What follows belongs to an exercise in optimizing a design on an open flow for small area, a short achievable clock period and few clock cycles; a production flow would make more cautious choices. In this exercise RTL edits were held to simulation tests only and were not proved equivalent to the original. No activity file was given, so power comes from the tool's default toggle rates.

== run 1 ==
// yuyv_to_rgb_red_mask_core
module yuyv_to_rgb_red_mask_core (
	input  logic       clk,
	input  logic       arst_n,
	input  logic       pix_in_valid,
	output logic       pix_in_ready,
	input  logic [7:0] pix_in_luma0,
	input  logic [7:0] pix_in_chroma_u,
	input  logic [7:0] pix_in_luma1,
	input  logic [7:0] pix_in_chroma_v,
	input  logic [9:0] pix_in_column,
	input  logic [8:0] pix_in_row,
	output logic       pix_out_valid,
	input  logic       pix_out_ready,
	output logic [7:0] pix_out_red0,
	output logic [7:0] pix_out_green0,
	output logic [7:0] pix_out_blue0,
	output logic [7:0] pix_out_red1,
	output logic [7:0] pix_out_green1,
	output logic [7:0] pix_out_blue1
);
Size: roughly 1700 cells after synthesis, about 200 flip-flops, roughly 110 I/O pins, ~0.018 mm^2 of cells after synthesis.
clock: 6.5 ns
lec_check: 0
cap_margin: 20
core_margin: 2
core_utilization: 40
place_density: 0.6
setup_slack_margin: 2.8
slew_margin: 20
tns_end_percent: 5
run.sh (not shown) runs the stock make flow with config.mk's settings and CLKGATE_MAP_FILE= SYNTH_SCRIPT=/design/flow/synth_recipe.tcl, a recipe that flattens the netlist after the stock synthesis.
Testbench counts of run 1, summed over its fixed seeds: cycles 16,024.
## Diff of input files: run 2 against run 1
- clearing TNS_END_PERCENT, which used to be 5
- swapping 0.6 for 0.72 in PLACE_DENSITY
- swapping 40 for 60 in CORE_UTILIZATION
## What came out
On share of final layout cell area taken by non-clock buffers: run 2 sits above run 1.
NOTE multi-input gate area in the final layout run 1->run 2 increased slightly
Diff run 2..run 1 | sequential share of layout area | negligible
Compared with run 1, in run 2 final non-filler cell area barely changed; actual transition at the worst max-transition pin closely matched the old numbers; instance count on the critical path fell 1; routed length on met3 saw an increase; routed wire length fell by 1600 um.
Run 2 ends up with a fraction of area in multi-input gates that is 0.56 points higher than in run 1.
Run 2 gives less source-to-sink clock delay at the later pin of the worst-skew pair than run 1 did.
Utilization: run 2 > run 1
The inputs of run 3 differ from those of run 2 as listed below.
- CTS_BUF_LIST now sky130_fd_sc_hd__clkbuf_8, previously not set
- CORE_UTILIZATION now 40, was 60
- CTS_CLUSTER_DIAMETER now 60, previously not set
- CTS_CLUSTER_SIZE now 24, previously not set
- PLACE_DENSITY now 0.6, was 0.72
### Flow results
Result for run 2 and run 3: all clean
Against run 2, run 3 comes in 0.063 ns higher on worst setup slack after layout.
Run 3 can be clocked faster than run 2.
Looking at length of routed met3 wiring, run 3 sits 24% below run 2.
Changes observed in run 3 relative to run 2: wire length of the first global-routing pass went up by about 6%, peak supply drop saw an increase, wire length on met1 +about 9%, total chip power saw little to no change, non-clock buffer count -about 5.4%.
Run 3 vs run 2, arrival time at the worst endpoint went up by 0.02 ns.
Between run 2 and run 3, the clock network fraction of total power is higher for run 2.
Layout overhead on the synthesized area | run 3 above run 2
### run 3 -> run 4
- CTS_BUF_LIST: sky130_fd_sc_hd__clkbuf_8 -> unset
- CTS_CLUSTER_DIAMETER: 60 -> unset
- CTS_CLUSTER_SIZE: 24 -> unset
- SETUP_SLACK_MARGIN: 2.8 -> 2.2
Findings:
- Non-clock buffer count: run 4 < run 3
- Design area is higher on run 3
- The relative contribution of the clock network to total power number comes out higher for run 4 vs run 3.
- Run 4 vs run 3 on non-clock buffer share of cell area: run 4 is the lower one.
- Run 4 vs. run 3: detailed-route via count -2.7%; combinational share of power -5.1 points; sequential share of layout area went up 0.59 points.
- Across both runs, post-route minimum period was higher for run 4 than for run 3.
- Compared to run 3, the router laid down less metal wire for run 4.
- Total stage count of the critical path: lower on run 4
- The lower total power came out of run 4.
Relative to run 4, the following input files were edited for run 5:
- SETUP_SLACK_MARGIN changed from 2.2 to 2.8
### Flow results
Looking only at measured slew at the worst slew-check pin, and setting everything else aside, the higher value of run 5 and run 4 goes to run 5.
Non-clock buffer count went up by more than a quarter going from run 4 to run 5.
The total iterations of the first detailed-routing run reported for run 5 is smaller than that of run 4 by 2.
Run 5 vs run 4: worst hold slack after final layout down in run 5
Required arrival time at the worst endpoint: run 5 vs run 4 up 0.03 ns
Summary of run 5 over run 4: xor and xnor area share after synthesis closely matched the old numbers, number of clock buffer instances in the layout increased by about 3.4% relative to the old numbers, clock power increased by about 8% relative to the old numbers, post-route clock period utilization decreased by 3.8 points relative to the old numbers.

-- static timing again, ports no longer ideal --
The flow's constraints put no driver on any port. The routed layouts listed below were extracted and timed again, unchanged, in two steps. Step 1 sets driving cells, clkbuf_16 on the clock port and buf_2 on the other inputs (assumed; they add their load-dependent delay and slew). Step 2, shift: input delay + t, output delay - t, t = (earliest + latest rising clock arrival at the registers) / 2. This alone moves slack from input paths to output paths. a / b / c = no drivers / after step 1 / after step 2; a / b = the first two.
| run | t, ns | slack for setup (ns) | slew at the worst register clock pin (ns) | worst slew at a driven data input, ns |
|---|---|---|---|---|
| run 1 | 0.591 | 2.559 / 2.559 / 2.178 | 0.06 / 0.06 | 0.05 |
| run 2 | 0.562 | 2.540 / 2.540 / 2.343 | 0.06 / 0.06 | 0.06 |
| run 3 | 0.642 | 2.603 / 2.603 / 2.287 | 0.09 / 0.09 | 0.06 |
| run 4 | 0.589 | 2.379 / 2.379 / 1.831 | 0.06 / 0.06 | 0.04 |
| run 5 | 0.593 | 2.626 / 2.626 / 2.311 | 0.06 / 0.06 | 0.06 |
After both steps setup and hold are still met in every run listed. The setup slack of run 4, which loses most, moves by 0.000 ns with the drivers and by -0.548 ns with both steps.
